Context: an optimization exercise on an open-source flow, tuned for small area and a short achievable clock period. The choices shown serve that exercise and are no tape-out recipe.
In this exercise RTL edits were held to simulation tests only and were not proved equivalent to the original.
No activity file was given, so power comes from the tool's default toggle rates.

### design.v
package legv8_isa_pkg;
  localparam int instr_width  = 32;
  localparam int opcode_width = 11;
  typedef enum logic [opcode_width-1:0] {
    op_add  = 11'b10001011000,
    op_sub  = 11'b11001011000,
    op_and  = 11'b10001010000,
    op_orr  = 11'b10101010000,
    op_ldur = 11'b11111000010,
    op_stur = 11'b11111000000
  } opcode_t;
  localparam int rd_lsb     = 0;    
  localparam int rn_lsb     = 5;    
  localparam int rm_lsb     = 16;   
  localparam int dt_imm_lsb = 12;   
  localparam int opcode_lsb = 21;
  localparam int dt_imm_width = 9;
  typedef enum logic [1:0] {
    kind_bubble = 2'b00,
    kind_alu    = 2'b01,
    kind_load   = 2'b10,
    kind_store  = 2'b11
  } instr_kind_t;
endpackage
package legv8_datapath_pkg;
  localparam int xlen           = 64;
  localparam int reg_addr_width = 5;
  localparam int num_regs       = 32;
  localparam logic [reg_addr_width-1:0] zero_reg = 5'd31;   
  typedef enum logic [3:0] {
    alu_and = 4'b0000,
    alu_orr = 4'b0001,
    alu_add = 4'b0010,
    alu_sub = 4'b0110
  } alu_op_t;
  localparam logic [xlen-1:0] pc_step = 64'd4;
  function automatic logic [xlen-1:0] reset_value(int idx);
    logic [xlen-1:0] val;
    logic [31:0]     idx_bits;
    idx_bits = idx;
    val      = {{(xlen-32){1'b0}}, idx_bits};
    if (idx_bits[reg_addr_width-1:0] == zero_reg) begin
      val = '0;
    end
    reset_value = val;
  endfunction
endpackage
`timescale 1ns/100ps
module fetch_decode #(
  parameter logic [legv8_datapath_pkg::xlen-1:0] reset_pc = '0
) (
  input  logic                                          CLOCK,
  input  logic                                          rst,
  input  logic [legv8_isa_pkg::instr_width-1:0]         instr,
  output logic [legv8_datapath_pkg::xlen-1:0]           pc,
  output logic [legv8_datapath_pkg::reg_addr_width-1:0] rs1_addr,
  output logic [legv8_datapath_pkg::reg_addr_width-1:0] rs2_addr,
  output legv8_isa_pkg::instr_kind_t                    kind,
  output legv8_datapath_pkg::alu_op_t                   alu_op,
  output logic [legv8_datapath_pkg::reg_addr_width-1:0] rd,
  output logic [legv8_datapath_pkg::xlen-1:0]           imm
);
  localparam int aw = legv8_datapath_pkg::reg_addr_width;
  localparam int iw = legv8_isa_pkg::dt_imm_width;
  logic [legv8_isa_pkg::instr_width-1:0] fetch_ir;   
  legv8_isa_pkg::opcode_t                opcode;
  logic [aw-1:0]                         rm_field;
  logic [aw-1:0]                         rt_field;
  logic [iw-1:0]                         dt_imm;
  always_ff @(posedge CLOCK) begin
    if (rst) begin
      pc       <= reset_pc;
      fetch_ir <= '0;   
    end else begin
      pc       <= pc + legv8_datapath_pkg::pc_step;
      fetch_ir <= instr;
    end
  end
  assign opcode   = legv8_isa_pkg::opcode_t'(
                      fetch_ir[legv8_isa_pkg::opcode_lsb +: legv8_isa_pkg::opcode_width]);
  assign rm_field = fetch_ir[legv8_isa_pkg::rm_lsb +: aw];
  assign rt_field = fetch_ir[legv8_isa_pkg::rd_lsb +: aw];
  assign dt_imm   = fetch_ir[legv8_isa_pkg::dt_imm_lsb +: iw];
  always_comb begin
    alu_op = legv8_datapath_pkg::alu_add;   
    case (opcode)
      legv8_isa_pkg::op_add:  kind = legv8_isa_pkg::kind_alu;
      legv8_isa_pkg::op_sub: begin
        kind   = legv8_isa_pkg::kind_alu;
        alu_op = legv8_datapath_pkg::alu_sub;
      end
      legv8_isa_pkg::op_and: begin
        kind   = legv8_isa_pkg::kind_alu;
        alu_op = legv8_datapath_pkg::alu_and;
      end
      legv8_isa_pkg::op_orr: begin
        kind   = legv8_isa_pkg::kind_alu;
        alu_op = legv8_datapath_pkg::alu_orr;
      end
      legv8_isa_pkg::op_ldur: kind = legv8_isa_pkg::kind_load;
      legv8_isa_pkg::op_stur: kind = legv8_isa_pkg::kind_store;
      default:                kind = legv8_isa_pkg::kind_bubble;   
    endcase
  end
  assign rs1_addr = fetch_ir[legv8_isa_pkg::rn_lsb +: aw];
  assign rs2_addr = (kind == legv8_isa_pkg::kind_store) ? rt_field : rm_field;
  assign rd       = rt_field;
  assign imm      = {{(legv8_datapath_pkg::xlen - iw){dt_imm[iw-1]}}, dt_imm};
endmodule
`timescale 1ns/100ps
module register_file (
  input  logic                                          CLOCK,
  input  logic                                          rst,
  input  logic [legv8_datapath_pkg::reg_addr_width-1:0] rs1_addr,
  input  logic [legv8_datapath_pkg::reg_addr_width-1:0] rs2_addr,
  input  logic                                          wb_en,
  input  logic [legv8_datapath_pkg::reg_addr_width-1:0] wb_addr,
  input  logic [legv8_datapath_pkg::xlen-1:0]           wb_data,
  output logic [legv8_datapath_pkg::xlen-1:0]           rs1_data,
  output logic [legv8_datapath_pkg::xlen-1:0]           rs2_data
);
  logic [legv8_datapath_pkg::xlen-1:0] regs [legv8_datapath_pkg::num_regs];
  always_ff @(posedge CLOCK) begin
    if (rst) begin
      for (int i = 0; i < legv8_datapath_pkg::num_regs; i++) begin
        regs[i] <= legv8_datapath_pkg::reset_value(i);
      end
    end else if (wb_en && (wb_addr != legv8_datapath_pkg::zero_reg)) begin
      regs[wb_addr] <= wb_data;   
    end
  end
  assign rs1_data = (rs1_addr == legv8_datapath_pkg::zero_reg) ? '0 : regs[rs1_addr];
  assign rs2_data = (rs2_addr == legv8_datapath_pkg::zero_reg) ? '0 : regs[rs2_addr];
endmodule
`timescale 1ns/100ps
module execute_memory (
  input  logic                                          CLOCK,
  input  logic                                          rst,
  input  legv8_isa_pkg::instr_kind_t                    kind,
  input  legv8_datapath_pkg::alu_op_t                   alu_op,
  input  logic [legv8_datapath_pkg::reg_addr_width-1:0] rd,
  input  logic [legv8_datapath_pkg::xlen-1:0]           imm,
  input  logic [legv8_datapath_pkg::xlen-1:0]           rs1_data,
  input  logic [legv8_datapath_pkg::xlen-1:0]           rs2_data,
  input  logic [legv8_datapath_pkg::xlen-1:0]           mem_rdata,
  output logic [legv8_datapath_pkg::xlen-1:0]           mem_addr,
  output logic [legv8_datapath_pkg::xlen-1:0]           mem_wdata,
  output logic                                          mem_read,
  output logic                                          mem_write,
  output logic                                          wb_en,
  output logic [legv8_datapath_pkg::reg_addr_width-1:0] wb_addr,
  output logic [legv8_datapath_pkg::xlen-1:0]           wb_data
);
  localparam int xlen = legv8_datapath_pkg::xlen;
  localparam int aw   = legv8_datapath_pkg::reg_addr_width;
  legv8_isa_pkg::instr_kind_t  dx_kind;   
  legv8_datapath_pkg::alu_op_t dx_alu_op;
  logic [aw-1:0]               dx_rd;
  logic [xlen-1:0]             dx_imm;
  logic [xlen-1:0]             dx_rs1;
  logic [xlen-1:0]             dx_rs2;
  logic [xlen-1:0]             alu_b;
  logic [xlen-1:0]             alu_result;
  legv8_isa_pkg::instr_kind_t  xm_kind;   
  logic [aw-1:0]               xm_rd;
  logic [xlen-1:0]             xm_result;
  logic [xlen-1:0]             xm_store_data;
  logic                        mw_wb_en;   
  logic                        mw_is_load;
  logic [aw-1:0]               mw_rd;
  logic [xlen-1:0]             mw_rdata;
  logic [xlen-1:0]             mw_result;
  always_ff @(posedge CLOCK) begin
    if (rst) begin
      dx_kind  <= legv8_isa_pkg::kind_bubble;
      xm_kind  <= legv8_isa_pkg::kind_bubble;
      mw_wb_en <= 1'b0;
    end else begin
      dx_kind  <= kind;
      xm_kind  <= dx_kind;
      mw_wb_en <= (xm_kind == legv8_isa_pkg::kind_alu) ||
                  (xm_kind == legv8_isa_pkg::kind_load);
    end
  end
  always_ff @(posedge CLOCK) begin
    dx_alu_op     <= alu_op;
    dx_rd         <= rd;
    dx_imm        <= imm;
    dx_rs1        <= rs1_data;
    dx_rs2        <= rs2_data;
    xm_rd         <= dx_rd;
    xm_result     <= alu_result;
    xm_store_data <= dx_rs2;   
    mw_is_load    <= (xm_kind == legv8_isa_pkg::kind_load);
    mw_rd         <= xm_rd;
    mw_rdata      <= mem_rdata;
    mw_result     <= xm_result;
  end
  assign alu_b = ((dx_kind == legv8_isa_pkg::kind_load) ||
                  (dx_kind == legv8_isa_pkg::kind_store)) ? dx_imm : dx_rs2;
  always_comb begin
    case (dx_alu_op)
      legv8_datapath_pkg::alu_and: alu_result = dx_rs1 & alu_b;
      legv8_datapath_pkg::alu_orr: alu_result = dx_rs1 | alu_b;
      legv8_datapath_pkg::alu_add: alu_result = dx_rs1 + alu_b;
      legv8_datapath_pkg::alu_sub: alu_result = dx_rs1 - alu_b;
      default:                     alu_result = '0;
    endcase
  end
  assign mem_addr  = xm_result;
  assign mem_wdata = xm_store_data;
  assign mem_read  = (xm_kind == legv8_isa_pkg::kind_load);
  assign mem_write = (xm_kind == legv8_isa_pkg::kind_store);
  assign wb_en   = mw_wb_en;
  assign wb_addr = mw_rd;
  assign wb_data = mw_is_load ? mw_rdata : mw_result;   
endmodule
`timescale 1ns/100ps
module legv8_core #(
  parameter logic [legv8_datapath_pkg::xlen-1:0] reset_pc = '0
) (
  input  logic                                  CLOCK,
  input  logic                                  rst,
  input  logic [legv8_isa_pkg::instr_width-1:0] instr,
  input  logic [legv8_datapath_pkg::xlen-1:0]   mem_rdata,
  output logic [legv8_datapath_pkg::xlen-1:0]   pc,
  output logic [legv8_datapath_pkg::xlen-1:0]   mem_addr,
  output logic [legv8_datapath_pkg::xlen-1:0]   mem_wdata,
  output logic                                  mem_read,
  output logic                                  mem_write
);
  localparam int xlen = legv8_datapath_pkg::xlen;
  localparam int aw   = legv8_datapath_pkg::reg_addr_width;
  logic [aw-1:0]               rs1_addr;
  logic [aw-1:0]               rs2_addr;
  logic [xlen-1:0]             rs1_data;
  logic [xlen-1:0]             rs2_data;
  legv8_isa_pkg::instr_kind_t  kind;
  legv8_datapath_pkg::alu_op_t alu_op;
  logic [aw-1:0]               rd;
  logic [xlen-1:0]             imm;
  logic                        wb_en;   
  logic [aw-1:0]               wb_addr;
  logic [xlen-1:0]             wb_data;
  fetch_decode #(
    .reset_pc(reset_pc)
  ) u_fetch_decode (
    .CLOCK   (CLOCK),
    .rst     (rst),
    .instr   (instr),
    .pc      (pc),
    .rs1_addr(rs1_addr),
    .rs2_addr(rs2_addr),
    .kind    (kind),
    .alu_op  (alu_op),
    .rd      (rd),
    .imm     (imm)
  );
  register_file u_register_file (
    .CLOCK   (CLOCK),
    .rst     (rst),
    .rs1_addr(rs1_addr),
    .rs2_addr(rs2_addr),
    .wb_en   (wb_en),
    .wb_addr (wb_addr),
    .wb_data (wb_data),
    .rs1_data(rs1_data),
    .rs2_data(rs2_data)
  );
  execute_memory u_execute_memory (
    .CLOCK    (CLOCK),
    .rst      (rst),
    .kind     (kind),
    .alu_op   (alu_op),
    .rd       (rd),
    .imm      (imm),
    .rs1_data (rs1_data),
    .rs2_data (rs2_data),
    .mem_rdata(mem_rdata),
    .mem_addr (mem_addr),
    .mem_wdata(mem_wdata),
    .mem_read (mem_read),
    .mem_write(mem_write),
    .wb_en    (wb_en),
    .wb_addr  (wb_addr),
    .wb_data  (wb_data)
  );
endmodule
### run.sh
#!/bin/bash
# synth_recipe.tcl (not shown) runs the flow's synth.tcl, then flattens the netlist and writes it again
# the make line also repeats each setting of config.mk as NAME=value (left out here)
make -C /OpenROAD-flow-scripts/flow DESIGN_CONFIG=/design/flow/config.mk WORK_HOME=/design/flow/orfs CLKGATE_MAP_FILE= SYNTH_SCRIPT=/design/flow/synth_recipe.tcl finish
### config.mk
export PLATFORM = sky130hd
export DESIGN_NAME = legv8_core
export DESIGN_NICKNAME = legv8_core
export VERILOG_FILES = /design/flow/design.v
export SDC_FILE = /design/flow/constraint.sdc
export NUM_CORES = 4
export LEC_CHECK = 0
export CAP_MARGIN = 20
export CORE_MARGIN = 2
export CORE_UTILIZATION = 30
export SETUP_SLACK_MARGIN = 0.15
export SLEW_MARGIN = 20
### constraint.sdc
create_clock -name core_clock -period 5.8 [get_ports {CLOCK}]
set_input_delay 1.1600 -clock core_clock [delete_from_list [all_inputs] [get_ports {CLOCK}]]
set_output_delay 1.1600 -clock core_clock [all_outputs]
set_load 0.01 [all_outputs]
==> out/summary.txt <==
CTS Buf Count: 300
post-synth cell types: 79
top area cells in the synthesized netlist: edfxtp_1 (50%), mux4_2 (21%), dfxtp_1 (8.2%), nor2_1 (7.1%), mux2i_1 (2.2%)
chip width: 646 um
DRC viols: 0
fraction of layout instances using a drive strength above 1: 0.263
Power Dens Cells: 345 mW/mm2
CP max FO: 6
first-pass GRT wire length: 678000 um
core area: 0.410 mm2
Finished Cell Area: 0.147 mm2
Syn Area/Cell: 14.0 um2
Primary FF master, synth: edfxtp_1
Hold Crit Class: flip-flop to flip-flop
HPWL after DPL: 294000 um
total gr overflow: 0
max-slew violation total from the final report: 0
Cell Area, Placed: 0.136 mm2
Total Die Area: 0.417 mm2
fmax: 0.178 GHz
Fin. Hold Viols: 0
Placed Cells: 14224
Fin Hold WS: 0.328 ns
RD Place Congestion: 0.939
vias in the first global route: 87238
largest area contributor in the synthesized netlist: edfxtp_1
final worst path period need: 5.61 ns
Post-Syn Instances: 8807
setup ws final: 0.189 ns
status: finished clean
startpoint types: flip-flop
nets@finish: 9282
H-tree depth: 5
Synth Register Bits: 2557
synth warn: 3
Boundary Pins: 292
Layout Area Growth over Synthesis: 18.7%
share of the synthesized area in the top cell type: 0.498
relative slew slack: 0.161
post-synthesis sequential area ratio: 0.580
row cnt: 235
setup TNS: 0 ns
Worst Setup End Kind: flip-flop
via/cell ratio: 5.84
Routed Antenna Nets: 0
Final setup viols: 0
final clock skew: 0.0607 ns
initial antenna violation count: 31
Max clock buf depth: 4
hold depth: 0
gr usage total: 0.230
CTS sink cnt: 2557
Crit Path Category: flip-flop to flip-flop
Avg WL per Cell: 33.1 um
Leak Pwr: 51.7 nW
die height: 646 um
Cell Area, Synth: 0.124 mm2
Post-synth EDFFs: 2048
drt first pass iters: 8
Worst R2R Path Depth: 24
Root Buffer: clkbuf_16
largest net degree at the start of global routing: 90
Critical Path RT: 6.66 ns
pre-CTS worst setup slack: -0.666 ns
CTS tree: yes
IO Port Bufs: 287
maximum vdd drop: 0.253 mV
max_cap viols: 0
actual slew at the worst max-slew pin: 1.26 ns
clock insertion delay at the later pin of the skew report: 0.98 ns
initial DRC count: 13791
Reg clk slew, reported paths: 0.06 ns
initial core utilization: 0.301
worst path arrival time: 6.47 ns
Async S/R FF share, synth: 0
Final Cycle Share: 0.967
Filler cells: 38995
Post-Layout Cell Count: 14833
via count: 86612
RSZ-0062 raised after global routing: yes
Routed WL: 491000 um
layer usage:
layer | up-vias | share of wire | wire length, um | GRT usage
met5 | - | 0.00044 | 217 | 0
met4 | 12 | 0.056 | 27300 | 0.109
met3 | 1246 | 0.14 | 66700 | 0.0753
met2 | 6599 | 0.45 | 220000 | 0.355
met1 | 44925 | 0.36 | 177000 | 0.291
li1 | 33830 | - | - | -
power breakdown:
part,switching (mW),internal (mW),leakage [nW],total [mW]
clock,8.17,10.8,4.79,19.0
combinational,5.83,3.49,21.7,9.32
sequential,1.28,21.0,25.2,22.2
kinds of logic (layout without fill, tap and decap cells):
group / count (synthesis) / after routing / share of synthesized area
mux: 1550 / 1550 / 0.244
fa+ha+maj: 113 / 113 / 0.0106
other cells: 1 / 88 / 0.0000303
xor+xnor: 158 / 158 / 0.0112
flops: 2557 / 2557 / 0.580
compound gates: 678 / 678 / 0.0334
buf+inv: 858 / 1346 / 0.0271
simple gates: 2892 / 2892 / 0.0940
Yosys cell counts, types with 33 or more instances:
library cell  number
o22ai_1           82
a21oi_1          257
buf_2             33
mux2_2           131
mux4_2          1152
mux2i_1          267
maj3_1            44
nand2b_1          42
nor2b_1           42
o21ai_0          128
nand2_1          261
xnor2_1           68
nor2_1          2322
ha_1              68
nand4_1           34
edfxtp_1        2048
nand3_1           53
buf_1             97
clkbuf_1         672
dfxtp_1          509
xor2_1            90
a21o_1            74
nor3_1            36
final timing paths:
check | endpoint | slack [ns] | start
setup reg to reg | u_execute_memory.xm_result[59]$_DFF_P_ | 0.19 | u_execute_memory.dx_kind[1]$_SDFF_PP0_
hold reg to reg | u_execute_memory.mw_rd[2]$_DFF_P_ | 0.33 | u_execute_memory.xm_rd[2]$_DFF_P_
hold / removal | u_execute_memory.mw_rd[2]$_DFF_P_ | 0.33 | u_execute_memory.xm_rd[2]$_DFF_P_
setup / recovery | u_execute_memory.xm_result[59]$_DFF_P_ | 0.19 | u_execute_memory.dx_kind[1]$_SDFF_PP0_
per-stage QoR:
| stage | util | power (mW) |
|---|---|---|
| floorplan | - | 27.0 |
| global placement | 0.331 | 31.4 |
| detailed placement | 0.331 | 31.5 |
| CTS | 0.356 | 50.4 |
| global route | 0.358 | 52.0 |
| finish | 0.358 | 50.6 |
worst max-delay path: stages (launching register included):
cell,delay [ns]
dfxtp_4,0.43
or3_4,0.41
o32a_1,0.34
nor4_4,0.30
buf_4,0.19
and2_4,0.16
o21ai_4,0.07
o21ai_2,0.22
o21ai_2,0.10
mux2i_2,0.20
or2_4,0.23
buf_12,0.12
o21ai_4,0.05
ha_4,0.17
or3_4,0.36
o211ai_1,0.22
nand3_2,0.18
a211o_4,0.42
a41oi_2,0.14
buf_4,0.16
nor3_4,0.06
o41ai_4,0.38
buf_6,0.20
o21ai_2,0.07
a211o_1,0.30
sequential cells by signal, summed over array words and instances, names as in the netlist, 9 cells and up:
signal / count
u_fetch_decode.fetch_ir: 30
u_execute_memory.dx_rs1: 64
u_execute_memory.xm_result: 64
u_fetch_decode.pc: 62
u_execute_memory.xm_store_data: 64
u_execute_memory.mw_result: 64
u_execute_memory.mw_rdata: 64
u_execute_memory.dx_imm: 9
u_register_file.regs: 2048
u_execute_memory.dx_rs2: 64
repair_timing:
item,in CTS,in global routing
hold endpoints to repair,0,0
pin swaps,22,35
setup buffers,16,15
cloned,0,0
hold buffers,0,0
resized for setup,63,64
setup endpoints to repair,30,21
placed cells by master, fill, tap and decap left out, types with 13 or more instances in the layout:
cell type	instances
nor2_1	2313
edfxtp_1	2048
mux4_2	1152
dfxtp_1	501
buf_4	374
clkbuf_16	313
clkdlybuf4s50_1	286
a21oi_1	250
nand2_1	222
mux2i_1	197
mux2_2	130
o21ai_0	115
xor2_1	90
buf_12	87
o22ai_1	82
a21o_1	74
clkbuf_1	72
xnor2_1	68
conb_1	66
ha_1	63
clkinv_2	52
nand3_1	50
maj3_1	44
mux2i_4	41
nor2b_1	40
nand4_1	34
nand2_4	33
inv_1	31
nand2b_4	30
mux2i_2	29
clkinv_1	28
nor3_1	27
diode_2	22
and3_1	21
o21bai_1	20
clkbuf_8	20
or3_1	13
bufinv_16	13
final cells by class:
cell class	count	area, um2	share of cell area
repair buffers	767	7770	0.0530
inverters	32	123	0.000836
flip-flops and latches	2557	71700	0.489
clock inverters	141	1460	0.00996
well taps	5451	6820	0.0465
clock buffers	406	8350	0.0569
multi-input cells	5457	50400	0.344
diodes	22	55.1	0.000375

## what the ideal ports hide
The results above use ideal ports. As a check the final layout listed here was re-extracted and re-timed, cells and wires unchanged.
Step 1 sets driving cells, clkbuf_16 on the clock port and buf_2 on the other inputs (assumed; they add their load-dependent delay and slew).
Step 2, shift: input delay + t, output delay - t, t = (earliest + latest rising clock arrival at the registers) / 2. This alone moves slack from input paths to output paths.
a / b / c = ideal ports / drivers / drivers and shift; a / b = the first two.
t (ns): 1.058
setup slack, ns: 0.189 / 0.189 / 0.189
hold slack, ns: 0.328 / 0.328 / 0.328
worst setup path at the end: register to register
cell pins on the clock port's net: 1
After both steps this run still meets setup and hold. For this run, drivers alone change the setup slack by 0.000 ns; drivers and shift together by 0.000 ns.
